What follows belongs to an exercise in optimizing a design on an open flow for small area; a production flow would make more cautious choices. Only simulation tests tie the RTL to the original design; equivalence was not proved. No activity file was given, so power comes from the tool's default toggle rates.

**design/flow/constraint.sdc**
```tcl
create_clock -name core_clock -period 10.0 [get_ports {clock}]
set_input_delay 2.0000 -clock core_clock [delete_from_list [all_inputs] [get_ports {clock}]]
set_output_delay 2.0000 -clock core_clock [all_outputs]
set_load 0.01 [all_outputs]
```
**design/flow/config.mk**
```make
export PLATFORM = sky130hd
export DESIGN_NAME = dpram_clr
export DESIGN_NICKNAME = dpram_clr
export VERILOG_FILES = /design/flow/design.v
export SDC_FILE = /design/flow/constraint.sdc
export NUM_CORES = 8
export LEC_CHECK = 0
export CAP_MARGIN = 20
export CORE_MARGIN = 2
export CORE_UTILIZATION = 30
export PLACE_DENSITY = 0.38
export SLEW_MARGIN = 20
export SYNTH_MEMORY_MAX_BITS = 8192
```
**design/flow/run.sh**
```bash
#!/bin/bash
# synth_recipe.tcl (not shown) runs the flow's synth.tcl, then flattens the netlist and writes it again
# the make line also repeats each setting of config.mk as NAME=value (left out here)
make -C /OpenROAD-flow-scripts/flow DESIGN_CONFIG=/design/flow/config.mk WORK_HOME=/design/flow/orfs CLKGATE_MAP_FILE= SYNTH_SCRIPT=/design/flow/synth_recipe.tcl finish
```
**design/flow/design.v**
```verilog
`default_nettype none
package dpram_pkg;
    typedef enum logic [0:0] {
        IDLE  = 1'b0,
        CLEAR = 1'b1
    } clr_state_t;
    localparam int RDW_OLD = 0;    
    localparam int RDW_NEW = 1;    
endpackage
`default_nettype wire
`default_nettype none
import dpram_pkg::*;
module dpram_clear_fsm
#(
    parameter int ADDR_WIDTH     = 9,
    parameter bit CLEAR_ON_RESET = 1'b1
) (
    input  logic                  clock,
    input  logic                  reset_n,
    input  logic                  clear_req,
    output logic                  busy,
    output logic                  sweep_we,
    output logic [ADDR_WIDTH-1:0] sweep_addr
);
    localparam logic [ADDR_WIDTH:0] c_last_addr = (ADDR_WIDTH+1)'((1 << ADDR_WIDTH) - 1);
    dpram_pkg::clr_state_t        r_state;
    dpram_pkg::clr_state_t        w_state_next;
    logic [ADDR_WIDTH:0] r_count;
    logic [ADDR_WIDTH:0] w_count_next;
    always_ff @(posedge clock or negedge reset_n) begin
        if (!reset_n) begin
            r_state <= CLEAR_ON_RESET ? CLEAR : IDLE;
            r_count <= '0;
        end else begin
            r_state <= w_state_next;
            r_count <= w_count_next;
        end
    end
    always_comb begin
        w_state_next = r_state;
        w_count_next = r_count;
        case (r_state)
            IDLE: begin
                if (clear_req) begin
                    w_state_next = CLEAR;
                    w_count_next = '0;
                end
            end
            CLEAR: begin
                if (r_count == c_last_addr) begin
                    w_state_next = IDLE;
                    w_count_next = '0;
                end else begin
                    w_count_next = r_count + 1'b1;
                end
            end
            default: begin
                w_state_next = IDLE;
                w_count_next = '0;
            end
        endcase
    end
    assign busy       = (r_state == CLEAR);
    assign sweep_we   = (r_state == CLEAR);
    assign sweep_addr = r_count[ADDR_WIDTH-1:0];
endmodule
`default_nettype wire
`default_nettype none
import dpram_pkg::*;
module dpram_clr
#(
    parameter int                    DATA_WIDTH     = 8,
    parameter int                    ADDR_WIDTH     = 9,
    parameter int                    RDW_MODE       = 0,
    parameter int                    OUT_REG        = 0,
    parameter logic [DATA_WIDTH-1:0] INIT_VALUE     = '0,
    parameter bit                    CLEAR_ON_RESET = 1'b1
) (
    input  logic                  clock,
    input  logic                  reset_n,
    input  logic                  clear_req,
    output logic                  busy,
    input  logic [ADDR_WIDTH-1:0] address_a,
    input  logic [DATA_WIDTH-1:0] data_a,
    input  logic                  wren_a,
    output logic [DATA_WIDTH-1:0] q_a,
    input  logic [ADDR_WIDTH-1:0] address_b,
    input  logic [DATA_WIDTH-1:0] data_b,
    input  logic                  wren_b,
    output logic [DATA_WIDTH-1:0] q_b,
    output logic                  collision
);
    localparam int c_depth = 1 << ADDR_WIDTH;
    logic                  w_sweep_we;
    logic [ADDR_WIDTH-1:0] w_sweep_addr;
    dpram_clear_fsm #(
        .ADDR_WIDTH     (ADDR_WIDTH),
        .CLEAR_ON_RESET (CLEAR_ON_RESET)
    ) u_clear_fsm (
        .clock      (clock),
        .reset_n    (reset_n),
        .clear_req  (clear_req),
        .busy       (busy),
        .sweep_we   (w_sweep_we),
        .sweep_addr (w_sweep_addr)
    );
    logic                  w_same_addr;
    logic                  w_wa_en;
    logic [ADDR_WIDTH-1:0] w_wa_addr;
    logic [DATA_WIDTH-1:0] w_wa_data;
    logic                  w_wb_en;
    assign w_same_addr = (address_a == address_b);
    assign w_wa_en     = busy ? w_sweep_we   : wren_a;
    assign w_wa_addr   = busy ? w_sweep_addr : address_a;
    assign w_wa_data   = busy ? INIT_VALUE   : data_a;
    assign w_wb_en     = !busy && wren_b && !(wren_a && w_same_addr);
    logic [DATA_WIDTH-1:0] r_mem [c_depth];
    always_ff @(posedge clock) begin
        if (w_wa_en) r_mem[w_wa_addr] <= w_wa_data;
        if (w_wb_en) r_mem[address_b] <= data_b;
    end
    logic [DATA_WIDTH-1:0] w_rd_a_next;
    logic [DATA_WIDTH-1:0] w_rd_b_next;
    always_comb begin
        w_rd_a_next = r_mem[address_a];
        w_rd_b_next = r_mem[address_b];
        if (RDW_MODE == RDW_NEW) begin
            if (w_wb_en && (address_b == address_a)) w_rd_a_next = data_b;
            if (w_wa_en && (w_wa_addr == address_a)) w_rd_a_next = w_wa_data;
            if (w_wb_en)                              w_rd_b_next = data_b;
            if (w_wa_en && (w_wa_addr == address_b)) w_rd_b_next = w_wa_data;
        end
        if (busy) begin
            w_rd_a_next = '0;
            w_rd_b_next = '0;
        end
    end
    logic [DATA_WIDTH-1:0] r_rd_a;
    logic [DATA_WIDTH-1:0] r_rd_b;
    logic                  r_collision;
    always_ff @(posedge clock or negedge reset_n) begin
        if (!reset_n) begin
            r_rd_a      <= '0;
            r_rd_b      <= '0;
            r_collision <= 1'b0;
        end else begin
            r_rd_a      <= w_rd_a_next;
            r_rd_b      <= w_rd_b_next;
            r_collision <= !busy && wren_a && wren_b && w_same_addr;
        end
    end
    logic [DATA_WIDTH-1:0] w_q_a_gated;
    logic [DATA_WIDTH-1:0] w_q_b_gated;
    assign w_q_a_gated = busy ? '0 : r_rd_a;
    assign w_q_b_gated = busy ? '0 : r_rd_b;
    assign collision   = r_collision;
    generate
        if (OUT_REG != 0) begin : g_out_reg
            logic [DATA_WIDTH-1:0] r_pipe_a;
            logic [DATA_WIDTH-1:0] r_pipe_b;
            always_ff @(posedge clock or negedge reset_n) begin
                if (!reset_n) begin
                    r_pipe_a <= '0;
                    r_pipe_b <= '0;
                end else begin
                    r_pipe_a <= w_q_a_gated;
                    r_pipe_b <= w_q_b_gated;
                end
            end
            assign q_a = r_pipe_a;
            assign q_b = r_pipe_b;
        end else begin : g_no_out_reg
            assign q_a = w_q_a_gated;
            assign q_b = w_q_b_gated;
        end
    endgenerate
endmodule
`default_nettype wire
```
==> results.tsv, run 1 <==
stage	metric	value	unit
routing	firstDrtPassIters	6	
grt	grt-ovfl-total	0	
sta	worst-slew-pin-transition	1.307	ns
power	total_leakage_power	0.07304	uW
routing	avgViaCountPerCell	6.170	
logic_synthesis	synthesized_nets	20120	
logic_synthesis	post_synth_mux_area_share	22.71	%
routing	drc	0	
clocking	postcts_setup_bufs	0	
setup_path	path_common_cell	sky130_fd_sc_hd__buf_4	
power	p_int	30670	uW
sta	period_minus_ws_final	6.447	ns
setup_path	worst_ep_arrival_time	7.53	ns
logic_synthesis	synth_edf_count	4096	
placement	pre_cts_ws	2.720	ns
routing	via_count	184800	
setup_path	path_max_fanout	26	
power	power.switching_fraction	25.56	%
routing	remaining_antenna_violation_count_after_routing	0	
setup_path	worst_ep_required_time	11.08	ns
power	power_frac_clock	47.7	%
logic_synthesis	synth_top_cell_by_area	sky130_fd_sc_hd__edfxtp_1	
power	power-per-cell-area	154.2	nW/um^2
floorplanning	core_region_area	796600	um^2
clocking	htree_num_levels	6	
clocking	worst_setup_hold_path_clk_slew	0.06	ns
logic_synthesis	synth_largest_type_area_fraction	51.35	%
clocking	clockBufferDepth	4	
sta	setup_violations	0	
power	power.net_switching	10530	uW
sta	rsz0062_at_grt	no	
logic_synthesis	netlist_area	239500	um^2
sta	fin_worst_skew	0.06844	ns
clocking	cts_tree	done	
clocking	cts_buffers	528	
sta	finalHoldViolCount	0	
logic_synthesis	synth_cell_type_count	75	
logic_synthesis	yosysSeqAreaShare	51.64	%
setup_path	worstSetupEndpointType	register	
placement	placed_cells	28900	
logic_synthesis	async_reset_ff_share	0.6790	%
placement	port-buffer-count	56	
floorplanning	ioPinCount	57	
finish	postLayoutCellArea	267200	um^2
sta	fmax	155.1	MHz
grt	grt_max_degree	108	
sta	final.setup.tns	0	ns
floorplanning	fp.dieH	897.6	um
floorplanning	floorplan.rows	328	
floorplanning	initial_utilization	30.07	%
setup_path	kind_of_start_point_of_the_critical_path	input port	
sta	final_min_period_over_clock_period	64.47	%
status	status	timing/DRC/antenna clean	
power	vdd_ir_drop_max	0.2026	mV
clocking	ctsRootBufferMaster	sky130_fd_sc_hd__clkbuf_16	
clocking	clock_latency	1.17	ns
finish	layout.core_utilization	33.55	%
routing	detailedRoute.firstIterationViolations	28140	
setup_path	max_stage_delay	1.28	ns
finish	drive_gt1_share	20.20	%
grt	number_of_antenna_violations_at_the_first_check_in_global_routing	127	
logic_synthesis	synth_top_family_by_area	multiplexers	
power	combPwrFrac	6.9	%
logic_synthesis	yosys-top-cells-count	sky130_fd_sc_hd__nand2_1, sky130_fd_sc_hd__o21ai_0, sky130_fd_sc_hd__edfxtp_1	
placement	hpwl_after_detailed_placement	805.5	mm
floorplanning	dieWidth	897.6	um
logic_synthesis	syn_area_per_cell	11.93	um^2
logic_synthesis	synth_area_leaders	sky130_fd_sc_hd__edfxtp_1, sky130_fd_sc_hd__mux4_2, sky130_fd_sc_hd__o21ai_0, sky130_fd_sc_hd__nand2_1, sky130_fd_sc_hd__clkbuf_1	
grt	grtUsageTotal	29.77	%
placement	dpl_cell_area	249800	um^2
logic_synthesis	synth.yosys.warnings	2	
logic_synthesis	synth.most_common_cell	sky130_fd_sc_hd__nand2_1	
logic_synthesis	synth_compound_area_share	12.39	%
logic_synthesis	synth_xor_area_share	0.04753	%
setup_path	slowest_stage	sky130_fd_sc_hd__o22ai_1	
sta	final.setup.worst_slack	3.553	ns
grt	grt_pass1_wl	1651	mm
setup_path	timing.critical_path.cells	buf_2 > buf_4 > and2_4 > buf_4 > nand2_2 > o22ai_1 > a22oi_1 > o2111ai_1 > nor3_1 > a31oi_1	
sta	timing.max_slew.rel_slack	12.66	%
finish	layout-area-overhead-vs-synth	11.57	%
logic_synthesis	syn-instance-count	20080	
clocking	cts_resized	0	
floorplanning	floorplan.die_area	805600	um^2
grt	via_count_of_the_first_global_routing_pass	169000	
finish	nets	18920	
finish	post_layout_nonfiller_instances	29950	
logic_synthesis	synthesized_area_fraction_occupied_by_adder_cells	0.005224	%
logic_synthesis	synth-simple-area-share	8.642	%
power	pwr-share-seq	45.4	%
min_path	min-delay-path-class	reg2reg	
setup_path	criticalPathCategory	in2reg	
clocking	postCtsHoldBufs	0	
clocking	clkSinkCount	4124	
logic_synthesis	synth_flop_cell	sky130_fd_sc_hd__edfxtp_1	
sta	finalMaxSlewViolations	0	
routing	total_wirelength_of_the_detailed_routed_design	1245	mm
logic_synthesis	ys_ff_latch	4124	
routing	drt-wirelength-per-cell	41.57	um
placement	routabilityCongestion	0.9545	
run	cap_violations	0	
## state kept, by name, summed over array words and instances, names as in the netlist
signal,cells
r_rd_b,8
u_clear_fsm.r_count,10
r_rd_a,8
u_clear_fsm.r_state,1
r_collision,1
r_mem,4096
## stage by stage
stage / hold slack [ns] / power, uW
after floorplan: 0.4856 / 20480
after global placement: 0.5259 / 21850
after detailed placement: 0.5228 / 21860
after CTS: 0.5448 / 41270
after global routing: 0.6133 / 41870
final: 0.5733 / 41200
## kinds of logic after synthesis
family / after synthesis
buffers and inverters: 2447
adders and majority gates: 1
AOI/OAI and AO/OA: 5473
and+or+nand+nor: 5264
xor gates and xnor gates: 13
muxes: 2759
DFF: 4124
## metal layers
metal	wire length, um	part of all wire [%]	vias to the layer above	track usage, %
met3	122700	9.9	1858	6.744
met2	539900	43	11150	44.02
met1	522800	42	97180	42.19
met4	59310	4.8	50	12.28
li1	-	-	74560	-
met5	345	0.028	-	0
## power groups by stage
stage,registers (uW),clock network [uW],logic (uW)
2_1_floorplan,19100,0,1400
3_3_place_gp,19100,0,2780
3_5_place_dp,19100,0,2790
4_1_cts,18700,19800,2790
5_1_grt,18700,20300,2840
6_report,18700,19600,2860
## final cells by class
type                       instances  area, um^2
inverter                          17       92.59
tap                            10560       13210
antenna                          107       267.8
multi-input combinational      13510      106200
fill                           77820      529300
sequential                      4124      123700
clock buffer                     678       14260
clock inverter                   261        2683
timing repair buffer             696        6794
## worst max-delay path, delay by kind of cell
| kind | cells | cell delay (ns) |
|---|---|---|
| compound gates | 4 | 2.39 |
| buf+inv | 3 | 1.35 |
| simple gates | 3 | 1.60 |
## placed cells by master, fill, tap and decap left out, drive strengths merged, types with 17 or more instances in the layout
cell type	netlist	final
nand2	4309	4309
o21ai	4178	4178
edfxtp	4096	4096
mux4	2134	2134
clkbuf	1566	678
buf	864	663
o22ai	646	646
nor2	614	614
mux2i	559	559
clkinv	4	184
a21oi	150	150
a22oi	132	132
diode	0	107
a211oi	99	99
o221ai	85	85
nand3	82	82
nor3	72	72
mux2	66	66
nor2b	66	66
bufinv	0	45
a31oi	36	36
inv	13	35
clkdlybuf4s50	0	33
and2	33	33
a221oi	28	28
a2111oi	28	28
dfrtp	27	27
nor4	21	21
nor3b	17	17
## path summary, 6_finish.rpt
check                                    endpoint  slack, ns                    from  cells after the start
hold reg to reg            u_clear_fsm.r_count[9]       0.57  u_clear_fsm.r_count[9]                      2
setup reg to reg                    r_mem[237][2]       4.10     u_clear_fsm.r_state                      7
max in group asynchronous               r_rd_b[0]       8.46                 reset_n                      2
hold / removal             u_clear_fsm.r_count[9]       0.57  u_clear_fsm.r_count[9]                      2
min in group asynchronous  u_clear_fsm.r_count[4]       0.99                 reset_n                      2
setup / recovery                        r_rd_b[1]       3.55            address_b[5]                     10
==> inputs of run 2 (changes only) <==
==> design/flow/design.v (replaced) <==
`default_nettype none
package dpram_pkg;
    localparam int DATA_WIDTH = 8;
    localparam int ADDR_WIDTH = 9;
    localparam int DEPTH      = 1 << ADDR_WIDTH;
endpackage
`default_nettype wire
`default_nettype none
module dpram_wcell (
    input  logic h,
    input  logic q,
    input  logic sa_n,
    input  logic xa_n,
    input  logic sb_n,
    input  logic xb_n,
    output logic d
);
    logic t;
    assign t = ~((sa_n | xa_n) & (sb_n | xb_n));
    assign d = ~((h & q) | t);
endmodule
module dpram_inv (
    input  logic a,
    output logic y
);
    assign y = ~a;
endmodule
module dpram_dec (
    input  logic hi,
    input  logic lo,
    output logic s_n
);
    assign s_n = ~(hi & lo);
endmodule
module dpram_hold (
    input  logic sa_n,
    input  logic wloa_n,
    input  logic sb_n,
    input  logic wlob_n,
    output logic h
);
    assign h = (sa_n | wloa_n) & (sb_n | wlob_n);
endmodule
module dpram_rsel2 (
    input  logic [1:0] s_n,
    input  logic [1:0] q,
    output logic       y
);
    assign y = ~((s_n[0] | q[0]) & (s_n[1] | q[1]));
endmodule
module dpram_or16 (input logic [15:0] a, output logic y);
    logic [3:0] n;
    assign n[0] = ~|a[3:0];
    assign n[1] = ~|a[7:4];
    assign n[2] = ~|a[11:8];
    assign n[3] = ~|a[15:12];
    assign y = ~&n;
endmodule
module dpram_rdsel512 (
    input  logic [511:0] s_n,
    input  logic [511:0] q,
    output logic         y
);
    logic [255:0] l0;
    logic [15:0]  l1;
    genvar g;
    generate
        for (g = 0; g < 256; g++) begin : g_l0
            dpram_rsel2 u (.s_n(s_n[2*g +: 2]), .q(q[2*g +: 2]), .y(l0[g]));
        end
        for (g = 0; g < 16; g++) begin : g_l1
            dpram_or16 u (.a(l0[16*g +: 16]), .y(l1[g]));
        end
    endgenerate
    dpram_or16 u_l2 (.a(l1), .y(y));
endmodule
`default_nettype wire
`default_nettype none
import dpram_pkg::*;
module dpram_clr (
    input  logic       clock,
    input  logic       reset_n,
    input  logic       clear_req,
    output logic       busy,
    input  logic [8:0] address_a,
    input  logic [7:0] data_a,
    input  logic       wren_a,
    output logic [7:0] q_a,
    input  logic [8:0] address_b,
    input  logic [7:0] data_b,
    input  logic       wren_b,
    output logic [7:0] q_b,
    output logic       collision
);
    localparam int DW = dpram_pkg::DATA_WIDTH;
    localparam int AW = dpram_pkg::ADDR_WIDTH;
    localparam int N  = dpram_pkg::DEPTH;
    logic          r_busy;
    logic [AW-1:0] r_count;
    always_ff @(posedge clock or negedge reset_n) begin
        if (!reset_n) begin
            r_busy  <= 1'b1;
            r_count <= '0;
        end else if (r_busy) begin
            r_count <= r_count + 1'b1;
            if (&r_count) r_busy <= 1'b0;
        end else if (clear_req) begin
            r_busy <= 1'b1;
        end
    end
    assign busy = r_busy;
    logic r_phase;
    always_ff @(posedge clock or negedge reset_n) begin
        if (!reset_n) r_phase <= 1'b0;
        else          r_phase <= ~r_phase;
    end
    logic          w_same_addr;
    logic [AW-1:0] w_addr_a;
    logic          w_we_a;
    logic          w_we_b;
    logic [DW-1:0] w_xa_n;
    logic [DW-1:0] w_xb_n;
    assign w_same_addr = (address_a == address_b);
    assign w_addr_a    = r_busy ? r_count : address_a;
    assign w_we_a      = r_busy | wren_a;
    assign w_we_b      = !r_busy && wren_b && !(wren_a && w_same_addr);
    assign w_xa_n      = ~(r_busy ? {DW{r_phase}} :
                           wren_a ? (data_a ^ {DW{r_phase}}) : '0);
    assign w_xb_n      = ~(w_we_b ? (data_b ^ {DW{r_phase}}) : '0);
    logic [31:0] w_pa_hi, w_pb_hi;
    logic [15:0] w_pa_lo_n, w_pb_lo_n;
    logic [15:0] w_pwa_lo, w_pwb_lo;
    always_comb begin
        for (int k = 0; k < 32; k++) begin
            w_pa_hi[k] = (w_addr_a[8:4]  == 5'(k));
            w_pb_hi[k] = (address_b[8:4] == 5'(k));
        end
        for (int k = 0; k < 16; k++) begin
            w_pa_lo_n[k] = !(w_addr_a[3:0]  == 4'(k));
            w_pb_lo_n[k] = !(address_b[3:0] == 4'(k));
            w_pwa_lo[k]  = w_we_a && (w_addr_a[3:0]  == 4'(k));
            w_pwb_lo[k]  = w_we_b && (address_b[3:0] == 4'(k));
        end
    end
    localparam int NR = 4;
    localparam int RW = N / NR;     
    localparam int GW = 16;         
    localparam int NG = N / GW;
    logic [NR-1:0][15:0]   w_ra_lo, w_rb_lo;
    logic [NR-1:0][15:0]   w_rwa_lo_n, w_rwb_lo_n;
    logic [NR-1:0][DW-1:0] w_rxa, w_rxb;
    logic [NG-1:0][DW-1:0] w_gxa_n, w_gxb_n;
    genvar r, g, k;
    generate
        for (r = 0; r < NR; r++) begin : g_reg
            for (k = 0; k < 16; k++) begin : g_lo
                dpram_inv u_la  (.a(w_pa_lo_n[k]), .y(w_ra_lo[r][k]));
                dpram_inv u_lb  (.a(w_pb_lo_n[k]), .y(w_rb_lo[r][k]));
                dpram_inv u_lwa (.a(w_pwa_lo[k]),  .y(w_rwa_lo_n[r][k]));
                dpram_inv u_lwb (.a(w_pwb_lo[k]),  .y(w_rwb_lo_n[r][k]));
            end
            for (k = 0; k < DW; k++) begin : g_col
                dpram_inv u_xa (.a(w_xa_n[k]), .y(w_rxa[r][k]));
                dpram_inv u_xb (.a(w_xb_n[k]), .y(w_rxb[r][k]));
            end
        end
        for (g = 0; g < NG; g++) begin : g_grp
            for (k = 0; k < DW; k++) begin : g_col
                dpram_inv u_xa (.a(w_rxa[g*GW/RW][k]), .y(w_gxa_n[g][k]));
                dpram_inv u_xb (.a(w_rxb[g*GW/RW][k]), .y(w_gxb_n[g][k]));
            end
        end
    endgenerate
    logic [N-1:0]    w_sel_a_n;
    logic [N-1:0]    w_sel_b_n;
    logic [N-1:0]    w_hold;
    logic [DW*N-1:0] r_mem;
    logic [DW*N-1:0] w_mem_next;
    genvar w, b;
    generate
        for (w = 0; w < N; w++) begin : g_word
            dpram_dec u_dec_a (.hi(w_pa_hi[w/16]), .lo(w_ra_lo[w/RW][w%16]), .s_n(w_sel_a_n[w]));
            dpram_dec u_dec_b (.hi(w_pb_hi[w/16]), .lo(w_rb_lo[w/RW][w%16]), .s_n(w_sel_b_n[w]));
            dpram_hold u_hold (
                .sa_n   (w_sel_a_n[w]), .wloa_n (w_rwa_lo_n[w/RW][w%16]),
                .sb_n   (w_sel_b_n[w]), .wlob_n (w_rwb_lo_n[w/RW][w%16]),
                .h      (w_hold[w])
            );
            for (b = 0; b < DW; b++) begin : g_bit
                dpram_wcell u_wcell (
                    .h    (w_hold[w]),
                    .q    (r_mem[w*DW + b]),
                    .sa_n (w_sel_a_n[w]),
                    .xa_n (w_gxa_n[w/GW][b]),
                    .sb_n (w_sel_b_n[w]),
                    .xb_n (w_gxb_n[w/GW][b]),
                    .d    (w_mem_next[w*DW + b])
                );
            end
        end
    endgenerate
    always_ff @(posedge clock) begin
        r_mem <= w_mem_next;
    end
    logic [DW-1:0] w_rd_a_n;
    logic [DW-1:0] w_rd_b_n;
    generate
        for (b = 0; b < DW; b++) begin : g_rd
            logic [N-1:0] w_col;
            for (w = 0; w < N; w++) begin : g_col
                assign w_col[w] = r_mem[w*DW + b];
            end
            dpram_rdsel512 u_rd_a (.s_n(w_sel_a_n), .q(w_col), .y(w_rd_a_n[b]));
            dpram_rdsel512 u_rd_b (.s_n(w_sel_b_n), .q(w_col), .y(w_rd_b_n[b]));
        end
    endgenerate
    logic [DW-1:0] r_rd_a;
    logic [DW-1:0] r_rd_b;
    logic          r_collision;
    always_ff @(posedge clock or negedge reset_n) begin
        if (!reset_n) begin
            r_rd_a      <= '0;
            r_rd_b      <= '0;
            r_collision <= 1'b0;
        end else begin
            r_rd_a      <= r_busy ? '0 : ~(w_rd_a_n ^ {DW{r_phase}});
            r_rd_b      <= r_busy ? '0 : ~(w_rd_b_n ^ {DW{r_phase}});
            r_collision <= !r_busy && wren_a && wren_b && w_same_addr;
        end
    end
    assign q_a       = r_busy ? '0 : r_rd_a;
    assign q_b       = r_busy ? '0 : r_rd_b;
    assign collision = r_collision;
endmodule
`default_nettype wire
--- a/design/flow/config.mk
+++ b/design/flow/config.mk
@@ -8,6 +8,11 @@
 export CAP_MARGIN = 20
 export CORE_MARGIN = 2
 export CORE_UTILIZATION = 30
+export CTS_BUF_LIST = sky130_fd_sc_hd__clkbuf_8 sky130_fd_sc_hd__clkbuf_16
+export CTS_CLUSTER_DIAMETER = 100
+export CTS_CLUSTER_SIZE = 20
+export GPL_TIMING_DRIVEN = 0
 export PLACE_DENSITY = 0.38
 export SLEW_MARGIN = 20
+export SYNTH_HIERARCHICAL = 1
 export SYNTH_MEMORY_MAX_BITS = 8192
==> run 2 against run 1 <==
  * Sequential share of layout area fell by 4.3 points
  * Routed wire length fell by 6.2%
  * Die area fell by 26%
  * Critical path type unchanged
  * Critical endpoint is now r_rd_b[3]
==> results.tsv, run 2 <==
stage	metric	value	unit
status	status	timing/DRC/antenna clean	
sta	final_min_period_over_clock_period	94.70	%
sta	final.setup.worst_slack	0.5302	ns
logic_synthesis	synth_edf_count	0	
setup_path	max_stage_delay	1.35	ns
finish	reg_top3	r_mem x4096, r_count x9	
finish	most-common-layout-cells	sky130_fd_sc_hd__o22ai_1, sky130_fd_sc_hd__a21oi_1, sky130_fd_sc_hd__dfxtp_1	
routing	remaining_antenna_violation_count_after_routing	0	
sta	worst-slew-pin-transition	1.367	ns
sta	rsz0062_at_grt	no	
floorplanning	dieWidth	771.2	um
power	vdd_ir_drop_max	0.1751	mV
setup_path	worst_ep_required_time	10.97	ns
clocking	cts_resized	0	
clocking	clkSinkCount	4124	
grt	via_count_of_the_first_global_routing_pass	183500	
setup_path	path_common_cell	sky130_fd_sc_hd__nand4_1	
sta	final.hold.worst_slack	0.4584	ns
finish	layout-area-overhead-vs-synth	11.52	%
logic_synthesis	synth_top_cell_by_area	sky130_fd_sc_hd__dfxtp_1	
setup_path	worst_ep_arrival_time	10.44	ns
sta	finalMaxSlewViolations	0	
routing	drt-wirelength-per-cell	40.43	um
placement	pre_cts_ws	0.8480	ns
placement	routabilityCongestion	0.9662	
setup_path	kind_of_start_point_of_the_critical_path	input port	
grt	grt_max_degree	22	
finish	mostFrequentLayoutCell	sky130_fd_sc_hd__o22ai_1	
clocking	clock_latency	1.09	ns
placement	hpwl_after_detailed_placement	782.0	mm
logic_synthesis	synthesized_nets	20560	
sta	fin_worst_skew	0.07573	ns
min_path	min-delay-path-class	reg2reg	
setup_path	logic_depth_of_the_worst_register_to_register_path	15	
logic_synthesis	synth_area_leaders	sky130_fd_sc_hd__dfxtp_1, sky130_fd_sc_hd__o22ai_1, sky130_fd_sc_hd__a21oi_1, sky130_fd_sc_hd__nor4_1, sky130_fd_sc_hd__o22a_1	
routing	drc	0	
logic_synthesis	yosysSeqAreaShare	46.84	%
sta	setup_violations	0	
logic_synthesis	netlist_area	176600	um^2
min_path	worst_hold_startpoint	r_mem[2142]	
grt	grt_pass1_wl	1572	mm
logic_synthesis	syn_area_per_cell	8.606	um^2
min_path	whs_endpoint	r_mem[2142]	
logic_synthesis	synth.most_common_cell	sky130_fd_sc_hd__o22ai_1	
finish	seq_area	82700	um^2
power	power-per-cell-area	183.9	nW/um^2
floorplanning	fp.dieH	771.2	um
finish	drive_gt1_share	3.993	%
sta	final.setup.tns	0	ns
routing	total_wirelength_of_the_detailed_routed_design	1168	mm
routing	detailedRoute.firstIterationViolations	30600	
grt	grt-ovfl-total	0	
logic_synthesis	synth_largest_type_area_fraction	46.44	%
setup_path	timing.critical_path.cells	clkdlybuf4s50_1 > clkbuf_1 > nor2b_1 > nand3_1 > clkinv_1 > nand2_1 > o22ai_1 > nor4_1 > nand4_1 > nor4_2 > buf_6 > nand4_1 > xor2_1 > nor2_1	
logic_synthesis	syn-instance-count	20520	
clocking	worst_setup_hold_path_clk_slew	0.10	ns
sta	fmax	105.6	MHz
clocking	cts_tree	done	
finish	nFillCells	61460	
setup_path	slowest_stage	sky130_fd_sc_hd__clkinv_1	
finish	nets	21000	
finish	layout.core_utilization	33.60	%
clocking	postcts_setup_bufs	0	
clocking	clockBufferDepth	4	
setup_path	regToRegStartpoint	r_busy	
floorplanning	initial_utilization	30.13	%
routing	via_count	205500	
run	cap_violations	0	
clocking	htree_num_levels	4	
logic_synthesis	synth_flop_cell	sky130_fd_sc_hd__dfxtp_1	
setup_path	path_max_fanout	17	
sta	period_minus_ws_final	9.470	ns
setup_path	worstSetupEndpointType	register	
clocking	postCtsHoldBufs	0	
floorplanning	floorplan.rows	281	
min_path	hold_depth	1	
clocking	cts_buffers	235	
grt	grtUsageTotal	37.05	%
logic_synthesis	yosys-top-cells-count	sky130_fd_sc_hd__o22ai_1, sky130_fd_sc_hd__a21oi_1, sky130_fd_sc_hd__dfxtp_1	
placement	port-buffer-count	50	
logic_synthesis	async_reset_ff_share	0.6790	%
logic_synthesis	synth_cell_type_count	49	
setup_path	ff2ff_setup_slack	1.83	ns
floorplanning	core_region_area	586100	um^2
logic_synthesis	ys_ff_latch	4124	
routing	avgViaCountPerCell	7.111	
logic_synthesis	synth.yosys.warnings	7	
finish	registers.top_by_ff_count	r_mem	
sta	timing.max_slew.rel_slack	7.995	%
grt	number_of_antenna_violations_at_the_first_check_in_global_routing	137	
setup_path	worst_r2r_endpoint	r_rd_a[6]	
floorplanning	floorplan.die_area	594700	um^2
sta	finalHoldViolCount	0	
finish	area_of_combinational_cells_with_multiple_inputs	91960	um^2
finish	largest_register_ffs	4096	
setup_path	criticalPathCategory	in2reg	
routing	firstDrtPassIters	9	
power	total_leakage_power	0.06773	uW
clocking	ctsRootBufferMaster	sky130_fd_sc_hd__clkbuf_16	
floorplanning	ioPinCount	57	
## run 2: cell type report
cell class | instances | area share, %
Timing Repair Buffer | 202 | 1.228
Sequential cell | 4124 | 42.00
Tap cell | 7782 | 4.945
Clock buffer | 251 | 3.127
Buffer | 31 | 0.09849
Clock inverter | 40 | 0.1569
Inverter | 849 | 1.618
Multi-Input combinational cell | 15510 | 46.70
Antenna cell | 102 | 0.1296
## run 2: cells by family after synthesis
logic type,after synthesis,share of synthesized area (%)
multiplexers,4,0.02409
AND/OR/NAND/NOR,2626,7.656
AO/OA/AOI/OAI,12840,43.35
XOR/XNOR,40,0.2069
flip-flops,4124,46.84
adder cells (fa/ha/maj),2,0.01417
buffers and inverters,880,1.908
## run 2: per-stage QoR
| stage | cells | power, uW | cell area (um^2) |
|---|---|---|---|
| 5_1_grt | 28820 | 37040 | 196700 |
| 3_5_place_dp | 28490 | 25210 | 189900 |
| 6_report | 28890 | 36210 | 196900 |
| 4_1_cts | 28790 | 35920 | 196400 |
| 2_1_floorplan | 20520 | 21550 | 176600 |
| 3_3_place_gp | 28350 | 24650 | 186800 |
## run 2: how the worst max path moves through the flow
stage	startpoint	to	cells after the start
after floorplan	address_b[6]	r_rd_b[0]	11
after global placement	address_a[5]	r_rd_a[7]	13
after detailed placement	address_b[0]	r_rd_b[3]	14
after CTS	address_b[0]	r_rd_b[3]	14
after global routing	address_b[1]	r_rd_b[3]	14
final	address_b[1]	r_rd_b[3]	14
## run 2: report_power, final
part	leakage, uW	internal, uW	total (uW)	switching, uW
combinational	0.0271	1500	5780	4290
sequential	0.0374	18200	19500	1330
clock	0.00324	4460	10900	6460
total	0.0677	24100	36200	12100
## run 2: routing by layer
metal  part of all wire (%)  vias to the layer above  GRT usage, %
met1                     42                   102600         49.88
met3                     12                     2302         12.25
li1                       -                    87420             -
met4                    5.9                       70         18.85
met5                  0.079                        -        0.7643
met2                     41                    13050         52.38
## run 2: Yosys stat by module (local to each module, per instance), excerpt
module / copies in the design / flip-flops and latches / cell area [um^2]
dpram_clr: 1 / 4124 / 84860
dpram_dec: 1024 / 0 / 3.754
dpram_hold: 512 / 0 / 8.758
dpram_inv: 832 / 0 / 3.754
dpram_or16: 272 / 0 / 31.28
dpram_rsel2: 4096 / 0 / 6.256
dpram_wcell: 4096 / 0 / 11.26
## run 2: worst max-delay path, delay by kind of cell
kind            cells  cell delay [ns]
buf+inv             4             2.94
simple gates        8             5.10
compound gates      1             0.17
xor+xnor            1             0.16
==> inputs of run 3 (changes only) <==
--- a/design/flow/design.v
+++ b/design/flow/design.v
@@ -217,19 +217,21 @@
     logic [DW-1:0] r_rd_a;
     logic [DW-1:0] r_rd_b;
     logic          r_collision;
+    logic          w_rd_clr;
+    assign w_rd_clr = r_busy | clear_req;
     always_ff @(posedge clock or negedge reset_n) begin
         if (!reset_n) begin
             r_rd_a      <= '0;
             r_rd_b      <= '0;
             r_collision <= 1'b0;
         end else begin
-            r_rd_a      <= r_busy ? '0 : ~(w_rd_a_n ^ {DW{r_phase}});
-            r_rd_b      <= r_busy ? '0 : ~(w_rd_b_n ^ {DW{r_phase}});
+            r_rd_a      <= w_rd_clr ? '0 : ~(w_rd_a_n ^ {DW{r_phase}});
+            r_rd_b      <= w_rd_clr ? '0 : ~(w_rd_b_n ^ {DW{r_phase}});
             r_collision <= !r_busy && wren_a && wren_b && w_same_addr;
         end
     end
-    assign q_a       = r_busy ? '0 : r_rd_a;
-    assign q_b       = r_busy ? '0 : r_rd_b;
+    assign q_a       = r_rd_a;
+    assign q_b       = r_rd_b;
     assign collision = r_collision;
 endmodule
 `default_nettype wire
==> design/flow/flow/run.sh (new file) <==
#!/bin/bash
# Layout flow: the standard flow (standard.sh), with two changes after
# the standard synthesis:
#  - clock tree synthesis without dummy loads,
#  - the port buffers are buf_1 cells.
# Each step's full output goes to a log file of its own in this folder.
set -euo pipefail

# 1. the standard synthesis, unchanged
bash standard.sh synth > log_synth.txt 2>&1

# 2. the rest of the standard flow with the changes above
export CTS_ARGS="-sink_clustering_enable -repair_clock_nets -buf_list {sky130_fd_sc_hd__clkbuf_8 sky130_fd_sc_hd__clkbuf_16} -sink_clustering_size 20 -sink_clustering_max_diameter 100 -dont_use_dummy_load"
export BUFFER_PORTS_ARGS="-buffer_cell sky130_fd_sc_hd__buf_1"
bash standard.sh finish > log_finish.txt 2>&1

# 3. keep ORFS's own per-step logs and reports beside the flow logs
cp -r orfs/logs logs_orfs 2>/dev/null || true
cp -r orfs/reports reports_orfs 2>/dev/null || true
==> design/flow/standard.sh (new file) <==
#!/bin/bash
# synth_recipe.tcl (not shown) runs the flow's synth.tcl, then flattens the netlist and writes it again
# the make line also repeats each setting of config.mk as NAME=value (left out here)
make -C /OpenROAD-flow-scripts/flow DESIGN_CONFIG=/design/flow/config.mk WORK_HOME=/design/flow/orfs CLKGATE_MAP_FILE= SYNTH_SCRIPT=/design/flow/synth_recipe.tcl "${@:-finish}"
removed: design/flow/run.sh
==> run 3 against run 2 <==
  * The layout now fails its checks (max-capacitance violations, max-slew violations)
  * Sequential share of layout area increased by 0.20 points
  * Non-clock buffer count decreased by 16
  * Design area decreased by 0.47%
  * Global-route usage increased by 0.15 points
  * Die area about the same
  * Cell count decreased by 0.26%
  * Routed wire length increased by 0.41%
  * Hold slack about the same
  * Register-to-register slack got worse by 0.40 ns
  * Core utilization decreased by 0.14 points
  * Critical endpoint is now r_rd_a[1]
==> results.tsv, run 3 <==
stage	metric	value	unit
clocking	htree_num_levels	4	
logic_synthesis	synth.most_common_cell	sky130_fd_sc_hd__o22ai_1	
status	status	failed layout checks	
power	post-layout-total-power	35910	uW
finish	layout-area-overhead-vs-synth	11.07	%
setup_path	ff2ff_setup_slack	1.43	ns
setup_path	criticalPathCategory	in2reg	
routing	drt-wirelength-per-cell	40.70	um
logic_synthesis	async_reset_ff_share	0.6790	%
min_path	min-delay-path-class	reg2reg	
routing	total_wirelength_of_the_detailed_routed_design	1173	mm
power	power_frac_clock	29.3	%
finish	layout.core_utilization	33.46	%
sta	setup_violations	0	
sta	final.hold.worst_slack	0.4584	ns
routing	remaining_antenna_violation_count_after_routing	0	
routing	detailedRoute.firstIterationViolations	30090	
setup_path	path_max_fanout	17	
floorplanning	dieWidth	770.9	um
logic_synthesis	yosysSeqAreaShare	46.87	%
logic_synthesis	ys_ff_latch	4124	
floorplanning	ioPinCount	57	
clocking	worst_setup_hold_path_clk_slew	0.09	ns
sta	final_min_period_over_clock_period	86.57	%
clocking	clockBufferDepth	4	
placement	hpwl_after_detailed_placement	781.2	mm
placement	pre_cts_ws	1.413	ns
sta	fmax	115.5	MHz
logic_synthesis	netlist_area	176500	um^2
logic_synthesis	synth_top_cell_by_area	sky130_fd_sc_hd__dfxtp_1	
finish	drive_gt1_share	3.968	%
placement	port-buffer-count	50	
sta	final.setup.worst_slack	1.343	ns
logic_synthesis	synth_largest_type_area_fraction	46.47	%
logic_synthesis	syn-instance-count	20500	
clocking	clock_latency	1.07	ns
logic_synthesis	synthesized_nets	20540	
finish	nets	20960	
power	p_int	23870	uW
sta	rsz0062_at_grt	no	
power	power-per-cell-area	183.2	nW/um^2
clocking	cts_tree	done	
setup_path	worst_ep_arrival_time	9.58	ns
sta	finalHoldViolCount	0	
grt	grt_pass1_wl	1577	mm
routing	firstDrtPassIters	12	
power	vdd_ir_drop_max	0.1485	mV
sta	finalMaxSlewViolations	2	
logic_synthesis	syn_area_per_cell	8.610	um^2
power	total_leakage_power	0.06721	uW
logic_synthesis	synth.yosys.warnings	7	
logic_synthesis	yosys-top-cells-count	sky130_fd_sc_hd__o22ai_1, sky130_fd_sc_hd__a21oi_1, sky130_fd_sc_hd__dfxtp_1	
clocking	postCtsHoldBufs	0	
clocking	cts_buffers	235	
routing	drc	0	
routing	avgViaCountPerCell	7.140	
power	pwr-share-seq	54.4	%
setup_path	kind_of_start_point_of_the_critical_path	input port	
finish	largest_register_ffs	4096	
grt	grt_max_degree	27	
sta	period_minus_ws_final	8.657	ns
setup_path	critical_path.startpoint	address_a[2]	
clocking	postcts_setup_bufs	0	
floorplanning	core_region_area	585700	um^2
sta	worst-slew-pin-transition	1.511	ns
floorplanning	initial_utilization	30.13	%
finish	reg_top3	r_mem x4096, r_count x9	
grt	via_count_of_the_first_global_routing_pass	182900	
sta	timing.max_slew.rel_slack	-1.633	%
setup_path	worstSetupEndpointType	register	
clocking	ctsRootBufferMaster	sky130_fd_sc_hd__clkbuf_16	
floorplanning	floorplan.die_area	594400	um^2
placement	routabilityCongestion	0.9465	
routing	via_count	205800	
finish	most-common-layout-cells	sky130_fd_sc_hd__o22ai_1, sky130_fd_sc_hd__a21oi_1, sky130_fd_sc_hd__dfxtp_1	
grt	grtUsageTotal	37.19	%
finish	registers.top_by_ff_count	r_mem	
status	failed_layout_checks	max-capacitance violations, max-slew violations	
clocking	clkSinkCount	4124	
grt	number_of_antenna_violations_at_the_first_check_in_global_routing	147	
power	combPwrFrac	16.3	%
setup_path	crit_end	r_rd_a[1]	
floorplanning	fp.dieH	770.9	um
setup_path	logic_depth_of_the_worst_register_to_register_path	14	
clocking	cts_resized	0	
grt	grt-ovfl-total	0	
power	power.net_switching	12040	uW
logic_synthesis	synth_flop_cell	sky130_fd_sc_hd__dfxtp_1	
logic_synthesis	synth_cell_type_count	53	
finish	mostFrequentLayoutCell	sky130_fd_sc_hd__o22ai_1	
sta	fin_worst_skew	0.07685	ns
run	cap_violations	1	
setup_path	regToRegStartpoint	r_busy	
setup_path	worst_ep_required_time	10.92	ns
power	power.switching_fraction	33.53	%
logic_synthesis	synth_edf_count	0	
setup_path	worst_r2r_endpoint	r_rd_a[1]	
logic_synthesis	synth_area_leaders	sky130_fd_sc_hd__dfxtp_1, sky130_fd_sc_hd__o22ai_1, sky130_fd_sc_hd__a21oi_1, sky130_fd_sc_hd__nor4_1, sky130_fd_sc_hd__o22a_1	
floorplanning	floorplan.rows	281	
run 3: cell count changes in the layout (fill, tap and decap cells not counted), sizes merged, moves of 2 or more:
| cell | before | now |
|---|---|---|
| diode | 102 | 119 |
| clkinv | 13 | 4 |
| nor2b | 23 | 7 |
| nor3 | 19 | 17 |
| clkbuf | 262 | 248 |
| nand3 | 12 | 9 |
| inv | 867 | 844 |
| clkinvlp | 6 | 0 |
| clkdlybuf4s50 | 49 | 0 |
| bufinv | 3 | 0 |
| buf | 173 | 204 |
run 3: kinds of logic (layout without fill, tap and decap cells):
group,count (synthesis),count (layout),synth area share [%]
AOI/OAI and AO/OA,12840,12840,43.38
DFF,4124,4124,46.87
and+or+nand+nor,2608,2608,7.605
buffers and inverters,876,1300,1.895
xor gates and xnor gates,40,40,0.2113
muxes,4,4,0.02411
adders and majority gates,2,2,0.01418
other,0,119,0
run 3: cell type report:
class / count / area, um^2
buffer: 28 / 173.9
fill: 61600 / 389700
clock buffer: 235 / 5881
sequential: 4124 / 82700
tap: 7782 / 9737
multi-input combinational: 15500 / 91970
timing repair buffer: 189 / 2056
inverter: 848 / 3183
antenna: 119 / 297.8
run 3: worst min-delay path by stage:
stage	end	depth (start not counted)	slack (ns)	start
3_5_place_dp	r_mem[2614]	1	0.45	r_mem[2614]
5_1_grt	r_mem[2345]	1	0.47	r_mem[2345]
2_1_floorplan	r_mem[0]	1	0.43	r_mem[0]
4_1_cts	r_mem[3535]	1	0.46	r_mem[3535]
3_3_place_gp	r_mem[3637]	1	0.44	r_mem[3637]
6_report	r_mem[1980]	1	0.46	r_mem[1980]
run 3: per-module statistics from Yosys (local to each module, per instance), excerpt:
module,copies in the design,flops+latches
dpram_clr,1,4124
dpram_dec,1024,0
dpram_hold,512,0
dpram_inv,832,0
dpram_or16,272,0
dpram_rsel2,4096,0
dpram_wcell,4096,0
run 3: power groups by stage:
stage	clock network [uW]	registers, uW	logic (uW)
after floorplan	0	19500	2070
after global placement	0	19800	4900
after detailed placement	0	19800	5440
after CTS	10700	19500	5450
after global routing	11200	19800	5750
final	10500	19500	5860
run 3: critical path, stage by stage:
cell and delay, ns:
sky130_fd_sc_hd__buf_1 0.70, sky130_fd_sc_hd__nor2_1 0.13, sky130_fd_sc_hd__a22o_1 0.27, sky130_fd_sc_hd__nand2_1 0.84, sky130_fd_sc_hd__clkinv_1 1.40, sky130_fd_sc_hd__nand2_1 1.05, sky130_fd_sc_hd__o22ai_1 0.26, sky130_fd_sc_hd__nor4_2 0.71
sky130_fd_sc_hd__nand4_1 0.72, sky130_fd_sc_hd__nor4_1 0.90, sky130_fd_sc_hd__nand4_1 0.24, sky130_fd_sc_hd__xor2_1 0.23, sky130_fd_sc_hd__nor2_1 0.06
run 3: per-stage QoR:
stage	cells	setup TNS, ns	area, um^2
2_1_floorplan	20500	0	176500
3_3_place_gp	28330	-73.07	186400
3_5_place_dp	28460	0	189700
4_1_cts	28700	0	195500
5_1_grt	28720	0	195700
6_report	28820	0	196000
run 3: routing by layer:
metal  routed length, um  GRT usage (%)  vias to the layer above  share of wire, %
li1                    -              -                    87290                 -
met1              488400          49.66                   102600                42
met2              476600          52.31                    13260                41
met3              135900          12.93                     2525                12
met4               70660          19.61                      118               6.0
met5                1368         0.7884                        -              0.12
==> inputs of run 4 (changes only) <==
--- a/design/flow/design.v
+++ b/design/flow/design.v
@@ -48,13 +48,8 @@
 );
     assign y = ~((s_n[0] | q[0]) & (s_n[1] | q[1]));
 endmodule
-module dpram_or16 (input logic [15:0] a, output logic y);
-    logic [3:0] n;
-    assign n[0] = ~|a[3:0];
-    assign n[1] = ~|a[7:4];
-    assign n[2] = ~|a[11:8];
-    assign n[3] = ~|a[15:12];
-    assign y = ~&n;
+module dpram_or4 (input logic [3:0] a, output logic y);
+    assign y = |a;
 endmodule
 module dpram_rdsel512 (
     input  logic [511:0] s_n,
@@ -62,17 +57,25 @@
     output logic         y
 );
     logic [255:0] l0;
-    logic [15:0]  l1;
+    logic [63:0]  l1;
+    logic [15:0]  l2;
+    logic [3:0]   l3;
     genvar g;
     generate
         for (g = 0; g < 256; g++) begin : g_l0
             dpram_rsel2 u (.s_n(s_n[2*g +: 2]), .q(q[2*g +: 2]), .y(l0[g]));
         end
-        for (g = 0; g < 16; g++) begin : g_l1
-            dpram_or16 u (.a(l0[16*g +: 16]), .y(l1[g]));
-        end
-    endgenerate
-    dpram_or16 u_l2 (.a(l1), .y(y));
+        for (g = 0; g < 64; g++) begin : g_l1
+            dpram_or4 u (.a(l0[4*g +: 4]), .y(l1[g]));
+        end
+        for (g = 0; g < 16; g++) begin : g_l2
+            dpram_or4 u (.a(l1[4*g +: 4]), .y(l2[g]));
+        end
+        for (g = 0; g < 4; g++) begin : g_l3
+            dpram_or4 u (.a(l2[4*g +: 4]), .y(l3[g]));
+        end
+    endgenerate
+    dpram_or4 u_l4 (.a(l3), .y(y));
 endmodule
 `default_nettype wire
 `default_nettype none
==> run 4 against run 3 <==
  * Now clean on timing, DRC and antenna
  * Core utilization fell by 0.32 points
  * Sequential share of layout area fell by 0.097 points
  * Clock power barely moved
  * Sequential power barely moved
  * Non-clock buffer count fell by 50
  * First-iteration DRC count fell by 5.7%
==> results.tsv, run 4 <==
stage	metric	value	unit
setup_path	path_common_cell	sky130_fd_sc_hd__or4_1	
floorplanning	ioPinCount	57	
logic_synthesis	synth_flop_cell	sky130_fd_sc_hd__dfxtp_1	
clocking	cts_tree	done	
logic_synthesis	synth_edf_count	0	
routing	total_wirelength_of_the_detailed_routed_design	1138	mm
min_path	min-delay-path-class	reg2reg	
clocking	cts_buffers	234	
sta	finalHoldViolCount	0	
sta	fin_worst_skew	0.1067	ns
routing	drt-wirelength-per-cell	39.43	um
power	combPwrFrac	15.5	%
power	post-layout-total-power	35450	uW
setup_path	worstSetupEndpointType	register	
sta	final.hold.worst_slack	0.4548	ns
logic_synthesis	synth_cell_type_count	53	
clocking	clkSinkCount	4124	
floorplanning	dieWidth	774.6	um
sta	finalMaxSlewViolations	0	
sta	worst-slew-pin-transition	1.404	ns
logic_synthesis	async_reset_ff_share	0.6790	%
setup_path	max_stage_delay	1.43	ns
logic_synthesis	synth_area_leaders	sky130_fd_sc_hd__dfxtp_1, sky130_fd_sc_hd__o22ai_1, sky130_fd_sc_hd__a21oi_1, sky130_fd_sc_hd__or4_1, sky130_fd_sc_hd__o22a_1	
status	status	timing/DRC/antenna clean	
power	power-per-cell-area	180.5	nW/um^2
floorplanning	core_region_area	592700	um^2
setup_path	worst_ep_required_time	10.94	ns
logic_synthesis	yosysSeqAreaShare	46.42	%
logic_synthesis	syn-instance-count	20500	
placement	port-buffer-count	50	
finish	layout-area-overhead-vs-synth	10.26	%
placement	hpwl_after_detailed_placement	767.6	mm
setup_path	kind_of_start_point_of_the_critical_path	input port	
logic_synthesis	yosys-top-cells-count	sky130_fd_sc_hd__o22ai_1, sky130_fd_sc_hd__a21oi_1, sky130_fd_sc_hd__dfxtp_1	
sta	final_min_period_over_clock_period	85.72	%
routing	drc	0	
placement	routabilityCongestion	0.9380	
setup_path	worst_ep_arrival_time	9.51	ns
floorplanning	initial_utilization	30.06	%
clocking	clock_latency	1.08	ns
logic_synthesis	synth_top_cell_by_area	sky130_fd_sc_hd__dfxtp_1	
logic_synthesis	synthesized_nets	20540	
clocking	htree_num_levels	4	
finish	drive_gt1_share	2.722	%
finish	nets	20910	
clocking	worst_setup_hold_path_clk_slew	0.08	ns
clocking	postcts_setup_bufs	0	
setup_path	slowest_stage	sky130_fd_sc_hd__clkinv_1	
finish	mostFrequentLayoutCell	sky130_fd_sc_hd__o22ai_1	
setup_path	timing.critical_path.cells	buf_1 > clkbuf_1 > nor2b_1 > nand2_1 > clkinv_1 > nand2_1 > o22ai_1 > or4_1 > or4_1 > or4_1 > or4_1 > xor2_1 > nor2_1	
floorplanning	floorplan.die_area	600100	um^2
finish	registers.top_by_ff_count	r_mem	
finish	most-common-layout-cells	sky130_fd_sc_hd__o22ai_1, sky130_fd_sc_hd__a21oi_1, sky130_fd_sc_hd__dfxtp_1	
clocking	ctsRootBufferMaster	sky130_fd_sc_hd__clkbuf_16	
sta	timing.max_slew.rel_slack	5.854	%
finish	reg_top3	r_mem x4096, r_count x9	
power	vdd_ir_drop_max	0.1582	mV
power	power.switching_fraction	32.99	%
logic_synthesis	synth.yosys.warnings	7	
sta	final.setup.tns	0	ns
run	cap_violations	0	
power	pwr-share-seq	55.1	%
grt	grt-ovfl-total	0	
clocking	cts_resized	0	
setup_path	criticalPathCategory	in2reg	
finish	nFillCells	62160	
routing	firstDrtPassIters	8	
logic_synthesis	ys_ff_latch	4124	
grt	grtUsageTotal	35.57	%
routing	detailedRoute.firstIterationViolations	28380	
floorplanning	floorplan.rows	283	
finish	largest_register_ffs	4096	
routing	avgViaCountPerCell	7.031	
logic_synthesis	netlist_area	178200	um^2
power	power.net_switching	11700	uW
sta	fmax	116.7	MHz
clocking	clockBufferDepth	4	
grt	via_count_of_the_first_global_routing_pass	182000	
power	p_int	23760	uW
sta	period_minus_ws_final	8.572	ns
clocking	postCtsHoldBufs	0	
logic_synthesis	synth_largest_type_area_fraction	46.02	%
floorplanning	fp.dieH	774.6	um
power	power_frac_clock	29.5	%
logic_synthesis	synth.most_common_cell	sky130_fd_sc_hd__o22ai_1	
routing	remaining_antenna_violation_count_after_routing	0	
sta	final.setup.worst_slack	1.428	ns
placement	pre_cts_ws	1.313	ns
logic_synthesis	syn_area_per_cell	8.693	um^2
grt	number_of_antenna_violations_at_the_first_check_in_global_routing	209	
routing	via_count	202900	
power	total_leakage_power	0.07300	uW
grt	grt_max_degree	21	
setup_path	path_max_fanout	17	
grt	grt_pass1_wl	1535	mm
sta	rsz0062_at_grt	no	
sta	setup_violations	0	
## run 4: cell count changes after synthesis
cell	before	now
sky130_fd_sc_hd__nand4_1	275	3
sky130_fd_sc_hd__nor4_1	1088	0
sky130_fd_sc_hd__or4_1	0	1360
## run 4: layout make-up
class | count | area (um^2) | area share, %
multi-input combinational | 15500 | 92580 | 47.13
sequential | 4124 | 82700 | 42.10
tap | 7837 | 9806 | 4.992
clock buffer | 234 | 5856 | 2.981
inverter | 848 | 3183 | 1.620
timing repair buffer | 139 | 1780 | 0.9063
antenna | 147 | 367.9 | 0.1873
buffer | 28 | 170.2 | 0.08662
## run 4: per-stage QoR
stage / cells / utilization, % / instance area (um^2)
detailed placement: 28460 / 32.03 / 189900
global route: 28720 / 33.09 / 196100
floorplan: 20500 / - / 178200
CTS: 28690 / 33.02 / 195700
global placement: 28380 / 31.74 / 188200
finish: 28850 / 33.14 / 196400
## run 4: routing by layer
layer	GRT usage (%)	wire length [um]	vias up	part of all wire, %
met4	19.16	69060	134	6.1
met1	47.49	474800	101200	42
met2	50.31	466900	12010	41
met3	11.81	125600	2324	11
met5	0.5295	1287	-	0.11
li1	-	-	87230	-
## run 4: power by group through the flow
stage / combinational [uW] / sequential (uW) / clock [uW]
2_1_floorplan: 2080 / 19500 / 0
3_3_place_gp: 4830 / 19800 / 0
3_5_place_dp: 5100 / 19900 / 0
4_1_cts: 5100 / 19500 / 10700
5_1_grt: 5430 / 19800 / 11100
6_report: 5480 / 19500 / 10400
## run 4: cell families after synthesis
kind of cell | synth area share (%)
AO/OA/AOI/OAI | 42.97
flip-flops | 46.42
AND/OR/NAND/NOR | 8.488
buffers and inverters | 1.877
XOR/XNOR | 0.2093
multiplexers | 0.02388
adder cells (fa/ha/maj) | 0.01404
## run 4: worst max-delay path, delay by kind of cell
kind / cells / cell delay [ns]
buffers and inverters: 3 / 1.95
and+or+nand+nor: 8 / 5.11
AOI/OAI and AO/OA: 1 / 0.20
xor gates and xnor gates: 1 / 0.18
## run 4: modules after synthesis (local to each module, per instance), a selection
module | copies in the design | cells inside
dpram_clr | 1 | 4479
dpram_dec | 1024 | 1
dpram_hold | 512 | 1
dpram_inv | 832 | 1
dpram_or4 | 1360 | 1
dpram_rsel2 | 4096 | 1
dpram_wcell | 4096 | 2
## run 4: path summary, 6_finish.rpt
check | from | cells after the start | to | slack [ns]
min reg2reg | r_mem[524] | 1 | r_mem[524] | 0.45
min in group asynchronous | reset_n | 1 | r_rd_a[3] | 0.84
min | r_mem[524] | 1 | r_mem[524] | 0.45
max reg2reg | r_busy | 14 | r_rd_a[3] | 1.73
max in group asynchronous | reset_n | 2 | r_busy | 8.65
max | address_b[1] | 13 | r_rd_b[5] | 1.43
==> inputs of run 5 (changes only) <==
--- a/design/flow/design.v
+++ b/design/flow/design.v
@@ -48,6 +48,14 @@
 );
     assign y = ~((s_n[0] | q[0]) & (s_n[1] | q[1]));
 endmodule
+module dpram_or16 (input logic [15:0] a, output logic y);
+    logic [3:0] n;
+    assign n[0] = ~|a[3:0];
+    assign n[1] = ~|a[7:4];
+    assign n[2] = ~|a[11:8];
+    assign n[3] = ~|a[15:12];
+    assign y = ~&n;
+endmodule
 module dpram_or4 (input logic [3:0] a, output logic y);
     assign y = |a;
 endmodule
@@ -57,25 +65,21 @@
     output logic         y
 );
     logic [255:0] l0;
-    logic [63:0]  l1;
-    logic [15:0]  l2;
-    logic [3:0]   l3;
+    logic [15:0]  l1;
+    logic [3:0]   l2;
     genvar g;
     generate
         for (g = 0; g < 256; g++) begin : g_l0
             dpram_rsel2 u (.s_n(s_n[2*g +: 2]), .q(q[2*g +: 2]), .y(l0[g]));
         end
-        for (g = 0; g < 64; g++) begin : g_l1
-            dpram_or4 u (.a(l0[4*g +: 4]), .y(l1[g]));
-        end
-        for (g = 0; g < 16; g++) begin : g_l2
+        for (g = 0; g < 16; g++) begin : g_l1
+            dpram_or16 u (.a(l0[16*g +: 16]), .y(l1[g]));
+        end
+        for (g = 0; g < 4; g++) begin : g_l2
             dpram_or4 u (.a(l1[4*g +: 4]), .y(l2[g]));
         end
-        for (g = 0; g < 4; g++) begin : g_l3
-            dpram_or4 u (.a(l2[4*g +: 4]), .y(l3[g]));
-        end
-    endgenerate
-    dpram_or4 u_l4 (.a(l3), .y(y));
+    endgenerate
+    dpram_or4 u_l3 (.a(l2), .y(y));
 endmodule
 `default_nettype wire
 `default_nettype none
==> design/flow/flow/run.sh (replaced) <==
#!/bin/bash
# Layout flow: the standard flow (standard.sh), with these changes after
# the standard synthesis:
#  - clock tree synthesis without dummy loads;
#  - the port buffers are buf_1 cells;
#  - the repair after global routing uses a 30% slew and capacitance margin.
# Each step's full output goes to a log file of its own in this folder.
set -euo pipefail
here=$(pwd)

# 1. the standard synthesis, unchanged
bash standard.sh synth > log_synth.txt 2>&1

# 2. the rest of the standard flow with the changes above
export PRE_GLOBAL_ROUTE_TCL="$here/flow/grt_margins.tcl"
export CTS_ARGS="-sink_clustering_enable -repair_clock_nets -buf_list {sky130_fd_sc_hd__clkbuf_8 sky130_fd_sc_hd__clkbuf_16} -sink_clustering_size 20 -sink_clustering_max_diameter 100 -dont_use_dummy_load"
export BUFFER_PORTS_ARGS="-buffer_cell sky130_fd_sc_hd__buf_1"
bash standard.sh finish > log_finish.txt 2>&1

# 3. keep ORFS's own per-step logs and reports beside the flow logs
cp -r orfs/logs logs_orfs 2>/dev/null || true
cp -r orfs/reports reports_orfs 2>/dev/null || true
==> design/flow/flow/grt_margins.tcl (new file) <==
set ::env(CAP_MARGIN) 30
set ::env(SLEW_MARGIN) 30
==> run 5 against run 4 <==
  * Core utilization rose by 0.26 points
  * Cell count shrank 0.19%
  * Still clean on timing, DRC and antenna
  * Hold slack better by 0.0041 ns
  * Combinational power about the same
  * Register-to-register slack got worse by 0.81 ns
  * Clock power is essentially flat
  * Setup slack worse by 1.3 ns
  * Clock skew decreased by 0.032 ns
  * Die area is 0.89% lower
  * Flip-flop and latch count did not move
  * Critical endpoint unchanged
  * Largest power group unchanged
  * Synthesized area shrank 0.90%
  * Sequential power is essentially flat
  * Critical path type unchanged
==> results.tsv, run 5 <==
stage	metric	value	unit
logic_synthesis	synth.yosys.warnings	7	
finish	mostFrequentLayoutCell	sky130_fd_sc_hd__o22ai_1	
clocking	cts_buffers	236	
clocking	clkSinkCount	4124	
floorplanning	core_region_area	586100	um^2
setup_path	criticalPathCategory	in2reg	
placement	hpwl_after_detailed_placement	769.2	mm
finish	layout-area-overhead-vs-synth	10.88	%
min_path	min-delay-path-class	reg2reg	
floorplanning	initial_utilization	30.12	%
sta	final.setup.worst_slack	0.09252	ns
logic_synthesis	synth_largest_type_area_fraction	46.44	%
clocking	cts_resized	0	
logic_synthesis	async_reset_ff_share	0.6790	%
setup_path	worstSetupEndpointType	register	
logic_synthesis	synth_top_cell_by_area	sky130_fd_sc_hd__dfxtp_1	
power	total_leakage_power	0.06729	uW
grt	grt_max_degree	21	
logic_synthesis	synthesized_nets	20540	
routing	remaining_antenna_violation_count_after_routing	0	
logic_synthesis	synth.most_common_cell	sky130_fd_sc_hd__o22ai_1	
routing	avgViaCountPerCell	7.103	
sta	rsz0062_at_grt	no	
routing	via_count	204500	
grt	via_count_of_the_first_global_routing_pass	182500	
routing	drt-wirelength-per-cell	39.82	um
sta	final_min_period_over_clock_period	99.07	%
grt	grtUsageTotal	36.26	%
sta	final.hold.worst_slack	0.4589	ns
routing	firstDrtPassIters	7	
logic_synthesis	yosysSeqAreaShare	46.84	%
setup_path	logic_depth_of_the_worst_register_to_register_path	13	
routing	total_wirelength_of_the_detailed_routed_design	1147	mm
run	cap_violations	0	
clocking	ctsRootBufferMaster	sky130_fd_sc_hd__clkbuf_16	
logic_synthesis	syn_area_per_cell	8.615	um^2
setup_path	worst_ep_arrival_time	10.78	ns
finish	seq_area	82700	um^2
grt	number_of_antenna_violations_at_the_first_check_in_global_routing	149	
sta	worst-slew-pin-transition	1.279	ns
setup_path	kind_of_start_point_of_the_critical_path	input port	
logic_synthesis	yosys-top-cells-count	sky130_fd_sc_hd__o22ai_1, sky130_fd_sc_hd__a21oi_1, sky130_fd_sc_hd__dfxtp_1	
floorplanning	dieWidth	771.2	um
finish	nFillCells	61340	
power	vdd_ir_drop_max	0.1620	mV
sta	timing.max_slew.rel_slack	13.92	%
logic_synthesis	synth_area_leaders	sky130_fd_sc_hd__dfxtp_1, sky130_fd_sc_hd__o22ai_1, sky130_fd_sc_hd__a21oi_1, sky130_fd_sc_hd__nor4_1, sky130_fd_sc_hd__o22a_1	
clocking	htree_num_levels	4	
clocking	worst_setup_hold_path_clk_slew	0.08	ns
finish	drive_gt1_share	3.719	%
clocking	clockBufferDepth	4	
clocking	postcts_setup_bufs	0	
routing	drc	0	
sta	fmax	100.9	MHz
logic_synthesis	ys_ff_latch	4124	
status	status	timing/DRC/antenna clean	
logic_synthesis	syn-instance-count	20500	
sta	fin_worst_skew	0.07512	ns
floorplanning	floorplan.die_area	594700	um^2
placement	port-buffer-count	50	
logic_synthesis	synth_flop_cell	sky130_fd_sc_hd__dfxtp_1	
routing	detailedRoute.firstIterationViolations	29350	
logic_synthesis	synth_edf_count	0	
sta	period_minus_ws_final	9.907	ns
floorplanning	floorplan.rows	281	
finish	area_of_combinational_cells_with_multiple_inputs	91820	um^2
power	post-layout-total-power	35520	uW
finish	largest_register_ffs	4096	
clocking	cts_tree	done	
sta	setup_violations	0	
finish	reg_top3	r_mem x4096, r_count x9	
floorplanning	ioPinCount	57	
min_path	hold_depth	1	
setup_path	path_max_fanout	17	
power	power-per-cell-area	181.4	nW/um^2
setup_path	worst_ep_required_time	10.87	ns
logic_synthesis	netlist_area	176600	um^2
placement	pre_cts_ws	0.2273	ns
sta	finalHoldViolCount	0	
finish	nets	20930	
clocking	postCtsHoldBufs	0	
floorplanning	fp.dieH	771.2	um
finish	registers.top_by_ff_count	r_mem	
clocking	clock_latency	1.06	ns
logic_synthesis	synth_cell_type_count	54	
placement	routabilityCongestion	1.006	
grt	grt-ovfl-total	0	
sta	finalMaxSlewViolations	0	
grt	grt_pass1_wl	1542	mm
finish	most-common-layout-cells	sky130_fd_sc_hd__o22ai_1, sky130_fd_sc_hd__a21oi_1, sky130_fd_sc_hd__dfxtp_1	
run 5: per-stage QoR:
| step | util, % | std cells | TNS [ns] | instance area, um^2 |
|---|---|---|---|---|
| finish | 33.40 | 28800 | 0 | 195800 |
| floorplan | - | 20500 | 0 | 176600 |
| detailed placement | 32.22 | 28420 | 0 | 188800 |
| global placement | 31.82 | 28330 | -30.82 | 186500 |
| global route | 33.35 | 28680 | 0 | 195500 |
| CTS | 33.22 | 28660 | 0 | 194700 |
run 5: kinds of logic (layout without fill, tap and decap cells):
family | Yosys count | in the layout | share of synthesized area [%]
compound gates | 12840 | 12840 | 43.36
flops | 4124 | 4124 | 46.84
simple gates | 2608 | 2608 | 7.658
buf+inv | 876 | 1271 | 1.894
xor+xnor | 40 | 40 | 0.2112
mux | 4 | 4 | 0.02409
fa+ha+maj | 2 | 2 | 0.01417
other cells | 0 | 125 | 0
run 5: final timing paths:
check | slack [ns] | end | from
setup reg to reg | 0.92 | r_rd_a[0] | r_busy
setup / recovery | 0.09 | r_rd_b[5] | address_b[1]
max in group asynchronous | 8.63 | r_busy | reset_n
min in group asynchronous | 0.81 | r_rd_b[3] | reset_n
hold reg to reg | 0.46 | r_mem[764] | r_mem[764]
hold / removal | 0.46 | r_mem[764] | r_mem[764]
run 5: per-layer routing:
layer / share of wire, % / vias to the layer above / wire, um / global-route usage [%]
met5: 0.051 / - / 580 / 0.1850
met4: 6.5 / 84 / 74750 / 20.86
met3: 11 / 2500 / 127900 / 11.49
met2: 41 / 13010 / 467900 / 51.05
met1: 41 / 101700 / 475500 / 48.46
li1: - / 87280 / - / -
run 5: modules after synthesis, one instance, submodules excluded, a selection:
module	area, um^2	flip-flops and latches	cells	times used
dpram_clr	84750	4124	4479	1
dpram_dec	3.754	0	1	1024
dpram_hold	8.758	0	1	512
dpram_inv	3.754	0	1	832
dpram_or16	31.28	0	5	256
dpram_or4	7.507	0	1	80
dpram_rsel2	6.256	0	1	4096
dpram_wcell	11.26	0	2	4096
run 5: worst max-delay path: stages:
cell and delay, ns:
sky130_fd_sc_hd__buf_1 0.68, sky130_fd_sc_hd__clkbuf_1 0.47, sky130_fd_sc_hd__nor2b_1 0.17, sky130_fd_sc_hd__nand2_1 0.87, sky130_fd_sc_hd__clkinv_1 1.27, sky130_fd_sc_hd__nand2_1 1.02, sky130_fd_sc_hd__o22ai_1 0.25, sky130_fd_sc_hd__nor4_1 0.77
sky130_fd_sc_hd__nand4_1 0.76, sky130_fd_sc_hd__or4_1 1.04, sky130_fd_sc_hd__or4_1 0.56, sky130_fd_sc_hd__xor2_1 0.17, sky130_fd_sc_hd__nor2_1 0.66
run 5: power by group:
group	switching [uW]	total, uW	internal (uW)
clock network	6330	10500	4180
registers	1340	19500	18200
logic	4130	5470	1340
run 5: layout make-up:
cell class                      count  share of cell area [%]
Buffer                             28                 0.08820
Tap cell                         7782                   4.974
Clock buffer                      236                   3.017
Antenna cell                      125                  0.1598
Timing Repair Buffer              159                  0.9874
Inverter                          848                   1.626
Multi-Input combinational cell  15500                   46.90
Sequential cell                  4124                   42.24

==> separate check: timing with driven ports <==
The results above use ideal ports. As a check the final layouts listed here were re-extracted and re-timed, cells and wires unchanged.
Step 1 assumes that a clkbuf_16 drives the clock port and a buf_2 every other input.
Step 2 moves the port delays by t, midway between the first and last clock arrival at a register: inputs arrive t later, outputs are due t later. That takes back most of the time a late clock gives input paths.
a / b / c = ideal / step 1 / step 2; a / b = the first two.
| run | shift t [ns] | slack for setup (ns) | worst setup path after step 2 |
|---|---|---|---|
| run 1 | 1.275 | 3.553 / 3.674 / 2.399 | input to register |
| run 2 | 1.186 | 0.530 / 0.613 / -0.573 | input to register |
| run 3 | 1.185 | 1.343 / 1.428 / 0.270 | input to register |
| run 4 | 1.149 | 1.428 / 1.293 / 0.144 | input to register |
| run 5 | 1.161 | 0.093 / 0.183 / -0.978 | input to register |
Met with ideal ports but missed after step 2: setup timing in run 2 and run 5. For run 4, which loses most, drivers alone change the setup slack by -0.135 ns; drivers and shift together by -1.284 ns.
